What follows belongs to an exercise in optimizing a design on an open flow for a short achievable clock period and few clock cycles per item; a production flow would make more cautious choices.
Function was checked by simulation only, so behaviour that the tests miss may differ from the original.

==> flow/design.v (excerpt) <==
module dcache (
  input  logic               CLK,
  input  logic               nRST,
  input  logic               dmem_ren,
  input  logic               dmem_wen,
  input  dcache_pkg::word_t  dmem_addr,
  input  dcache_pkg::word_t  dmem_store,
  output logic               dhit,
  output dcache_pkg::word_t  dmem_load,
  input  logic               dwait,
  input  dcache_pkg::word_t  dload,
  output logic               dren,
  output logic               dwen,
  output dcache_pkg::word_t  daddr,
  output dcache_pkg::word_t  dstore,
  input  logic               cc_grant,
  output logic               cc_inv_req,
  output dcache_pkg::word_t  cc_addr,
  input  logic               snoop_req,
  input  logic               snoop_excl,
  input  dcache_pkg::word_t  snoop_addr,
  output logic               snoop_ack
);
  localparam int IW = 3;
  localparam int TW = (32 - 3 - 3);
  localparam int NS = 2**IW;
  localparam int NE = 2*NS;      
  logic [NE-1:0]             valid_r, dirty_r;
  logic [NE-1:0][TW-1:0]     tag_r;
  logic [NE-1:0][1:0][31:0]  data_r;
  logic [NS-1:0]             lru_r;     
  logic        wen_q, sexcl_q;
  logic [31:0] addr_q, store_q;
  logic        c_busy;      
  logic        s_pre;       
  logic        s_busy;      
  logic        miss_q;      
  logic        c_way_q;     
  logic        pick_q;      
  logic        xd_q;        
  logic [1:0]  step;        
  logic        wb_q;        
  logic [IW-1:0] wb_idx;    
  logic        s_hit_q, s_way_q;
  logic [31:0] fb0, fb1;    
  logic        dhit_q, dren_q, dwen_q, sack_q;
  logic        inv_a, inv_b;  
  logic [31:0] load_q, daddr_q, dstore_q;
  assign dhit       = dhit_q;
  assign dmem_load  = load_q;
  assign dren       = dren_q;
  assign dwen       = dwen_q;
  assign daddr      = daddr_q;
  assign dstore     = dstore_q;
  assign cc_inv_req = inv_a || inv_b;
  assign cc_addr    = {addr_q[31:3], 3'b000};
  assign snoop_ack  = sack_q;
  logic idle;
  assign idle = !(c_busy || s_pre || s_busy || dhit_q || sack_q);
  logic [IW-1:0] c_idx, s_idx, a_idx;
  assign c_idx = dmem_addr[IW+2:3];
  ...
clock: 10.0 ns
lec_check: 0
abc_clock_period_in_ps: 2500
cap_margin: 20
core_margin: 2
core_utilization: 45
place_density: 0.65
slew_margin: 20
synth_hierarchical: 1
standard.sh (not shown) runs the stock make flow with config.mk's settings and CLKGATE_MAP_FILE= SYNTH_SCRIPT=/design/flow/synth_recipe.tcl, a recipe that flattens the netlist after the stock synthesis.
==> flow/flow/run.sh <==
#!/bin/bash
# The standard layout (the standard synthesis script and ORFS steps), with two changes to
# how it is made:
#  - timing repair aims well below the clock period (a larger setup margin), so that paths far
#    shorter than the period are still improved;
#  - the slow NOR-type cells (4- and 3-input NORs and ORs) are added to the cells synthesis and
#    repair may not use, next to the platform's own don't-use list.
# The SDC, the clock period and everything measured are the standard flow's own.
set -euo pipefail
PLATFORM_DONT_USE="sky130_fd_sc_hd__probe_p_8 sky130_fd_sc_hd__probec_p_8 sky130_fd_sc_hd__lpflow_bleeder_1 sky130_fd_sc_hd__lpflow_clkbufkapwr_1 sky130_fd_sc_hd__lpflow_clkbufkapwr_16 sky130_fd_sc_hd__lpflow_clkbufkapwr_2 sky130_fd_sc_hd__lpflow_clkbufkapwr_4 sky130_fd_sc_hd__lpflow_clkbufkapwr_8 sky130_fd_sc_hd__lpflow_clkinvkapwr_1 sky130_fd_sc_hd__lpflow_clkinvkapwr_16 sky130_fd_sc_hd__lpflow_clkinvkapwr_2 sky130_fd_sc_hd__lpflow_clkinvkapwr_4 sky130_fd_sc_hd__lpflow_clkinvkapwr_8 sky130_fd_sc_hd__lpflow_decapkapwr_12 sky130_fd_sc_hd__lpflow_decapkapwr_3 sky130_fd_sc_hd__lpflow_decapkapwr_4 sky130_fd_sc_hd__lpflow_decapkapwr_6 sky130_fd_sc_hd__lpflow_decapkapwr_8 sky130_fd_sc_hd__lpflow_inputiso0n_1 sky130_fd_sc_hd__lpflow_inputiso0p_1 sky130_fd_sc_hd__lpflow_inputiso1n_1 sky130_fd_sc_hd__lpflow_inputiso1p_1 sky130_fd_sc_hd__lpflow_inputisolatch_1 sky130_fd_sc_hd__lpflow_isobufsrc_1 sky130_fd_sc_hd__lpflow_isobufsrc_16 sky130_fd_sc_hd__lpflow_isobufsrc_2 sky130_fd_sc_hd__lpflow_isobufsrc_4 sky130_fd_sc_hd__lpflow_isobufsrc_8 sky130_fd_sc_hd__lpflow_isobufsrckapwr_16 sky130_fd_sc_hd__lpflow_lsbuf_lh_hl_isowell_tap_1 sky130_fd_sc_hd__lpflow_lsbuf_lh_hl_isowell_tap_2 sky130_fd_sc_hd__lpflow_lsbuf_lh_hl_isowell_tap_4 sky130_fd_sc_hd__lpflow_lsbuf_lh_isowell_4 sky130_fd_sc_hd__lpflow_lsbuf_lh_isowell_tap_1 sky130_fd_sc_hd__lpflow_lsbuf_lh_isowell_tap_2 sky130_fd_sc_hd__lpflow_lsbuf_lh_isowell_tap_4"
SLOW_CELLS="sky130_fd_sc_hd__or4_1 sky130_fd_sc_hd__or4_2 sky130_fd_sc_hd__or4_4 sky130_fd_sc_hd__or4b_1 sky130_fd_sc_hd__or4b_2 sky130_fd_sc_hd__or4b_4 sky130_fd_sc_hd__or4bb_1 sky130_fd_sc_hd__or4bb_2 sky130_fd_sc_hd__or4bb_4 sky130_fd_sc_hd__nor4_1 sky130_fd_sc_hd__nor4_2 sky130_fd_sc_hd__nor4_4 sky130_fd_sc_hd__nor4b_1 sky130_fd_sc_hd__nor4b_2 sky130_fd_sc_hd__nor4b_4 sky130_fd_sc_hd__nor4bb_1 sky130_fd_sc_hd__nor4bb_2 sky130_fd_sc_hd__nor4bb_4 sky130_fd_sc_hd__a2111oi_0 sky130_fd_sc_hd__a2111oi_1 sky130_fd_sc_hd__a2111oi_2 sky130_fd_sc_hd__a2111oi_4 sky130_fd_sc_hd__a2111o_1 sky130_fd_sc_hd__a2111o_2 sky130_fd_sc_hd__a2111o_4 sky130_fd_sc_hd__or3_1 sky130_fd_sc_hd__or3_2 sky130_fd_sc_hd__or3_4 sky130_fd_sc_hd__or3b_1 sky130_fd_sc_hd__or3b_2 sky130_fd_sc_hd__or3b_4 sky130_fd_sc_hd__nor3_1 sky130_fd_sc_hd__nor3_2 sky130_fd_sc_hd__nor3_4 sky130_fd_sc_hd__nor3b_1 sky130_fd_sc_hd__nor3b_2 sky130_fd_sc_hd__nor3b_4"
bash standard.sh SETUP_SLACK_MARGIN=7.0 "DONT_USE_CELLS=$PLATFORM_DONT_USE $SLOW_CELLS" finish > make_finish.log 2>&1
Testbench counts at the start, summed over its fixed seeds: cycles 345,737, requests 64,000.
Change:
--- a/flow/design.v
+++ b/flow/design.v
@@ -176,22 +176,20 @@
   logic x_ok, x_last;
   assign x_ok   = (dren_q || dwen_q) && !dwait;       
   assign x_last = step[0] && (step[1] || !wb_q);
   logic [TW-1:0]    wb_tag;
   logic [1:0][31:0] wb_line;
   logic way_q, wb_way;
   assign way_q   = miss_q ? pick_q : c_way_q;
   assign wb_way  = (s_pre || s_busy) ? s_way_q : pick_q;
   assign wb_tag  = tag_r[{wb_idx, wb_way}];
   assign wb_line = data_r[{wb_idx, wb_way}];
-  logic [1:0] step_n;
-  assign step_n = (x_ok && !x_last) ? step + 2'd1 : step;
   logic c_end, s_end;
   assign c_end = c_busy && (xd_q || (x_ok && x_last)) && (!(inv_a || inv_b) || cc_grant);
   assign s_end = s_busy && x_ok && x_last;
   always_ff @(posedge CLK)
   begin
     wen_q   <= dmem_wen;
     addr_q  <= dmem_addr;
     store_q <= dmem_store;
     sexcl_q <= snoop_excl;
   end
@@ -228,35 +226,45 @@
     begin
       miss_q  <= !c_hit;
       c_way_q <= c_way;
       pick_q  <= pick;
       xd_q    <= c_hit;
       step    <= snoop_req ? 2'd2 : 2'd0;
       wb_q    <= snoop_req ? 1'b1 : pick_wb;
       wb_idx  <= snoop_req ? s_idx : c_idx;
       s_hit_q <= s_hit;
       s_way_q <= s_way;
+      daddr_q <= snoop_req ? {snoop_addr[31:3], 3'b000} : {dmem_addr[31:3], 3'b000};
     end
+    else if (s_pre)
+      dstore_q <= wb_line[0];
     else if (x_ok)
     begin
       if (x_last)
         xd_q <= 1'b1;
       else
         step <= step + 2'd1;
+      case (step)
+        2'd0: daddr_q[2] <= 1'b1;
+        2'd1:
+        begin
+          daddr_q  <= {wb_tag, wb_idx, 3'b000};
+          dstore_q <= wb_line[0];
+        end
+        2'd2:
+        begin
+          daddr_q[2] <= 1'b1;
+          dstore_q   <= wb_line[1];
+        end
+        default: ;
+      endcase
     end
-    if (idle)
-      daddr_q <= snoop_req ? {snoop_addr[31:3], 3'b000} : {dmem_addr[31:3], 3'b000};
-    else if (step_n[1])
-      daddr_q <= {wb_tag, wb_idx, step_n[0], 2'b00};
-    else
-      daddr_q <= {addr_q[31:3], step_n[0], 2'b00};
-    dstore_q <= wb_line[step_n[0]];
     if (dren_q && step == 2'd0)
       fb0 <= dload;
     if (dren_q && step == 2'd1)
       fb1 <= dload;
     load_q <= c_word;
   end
   always_ff @(posedge CLK)
   begin
     for (int e = 0; e < NE; e++)
     begin
The new run completed without violations.
Via count climbs by 8.7%.
Sequential cell count does not change.
Hold slack gets worse by 0.0086 ns.
Wire length climbs by 9.6%.
Final area climbs by about 2%.
Clock skew climbs by 0.010 ns.
Count of clock-buffer cells in the layout drops by 5.
Testbench counts after the change, summed over its fixed seeds: cycles 345,737, requests 64,000.

==> separate check: timing with driven ports <==
How much do the figures lean on ideal ports? The routed layouts below were timed once more, with nothing changed but the port constraints. Step 1 sets driving cells, clkbuf_16 on the clock port and buf_2 on the other inputs (assumed; they add their load-dependent delay and slew). Step 2 moves the port delays by t, midway between the first and last clock arrival at a register: inputs arrive t later, outputs are due t later. That takes back most of the time a late clock gives input paths. Three values: ideal, step 1, step 2; two values: the first two.
run | shift t [ns] | setup WS [ns] | latest minus earliest clock arrival (ns) | slew at the worst register clock pin (ns)
the first run | 0.945 | 6.428 / 6.339 / 5.544 | 0.068 / 0.068 | 0.07 / 0.07
the second run | 0.974 | 6.160 / 6.066 / 5.507 | 0.077 / 0.077 | 0.08 / 0.08
After both steps setup and hold are still met in every run listed. The setup slack of the first run, which loses most, moves by -0.089 ns with the drivers and by -0.884 ns with both steps.
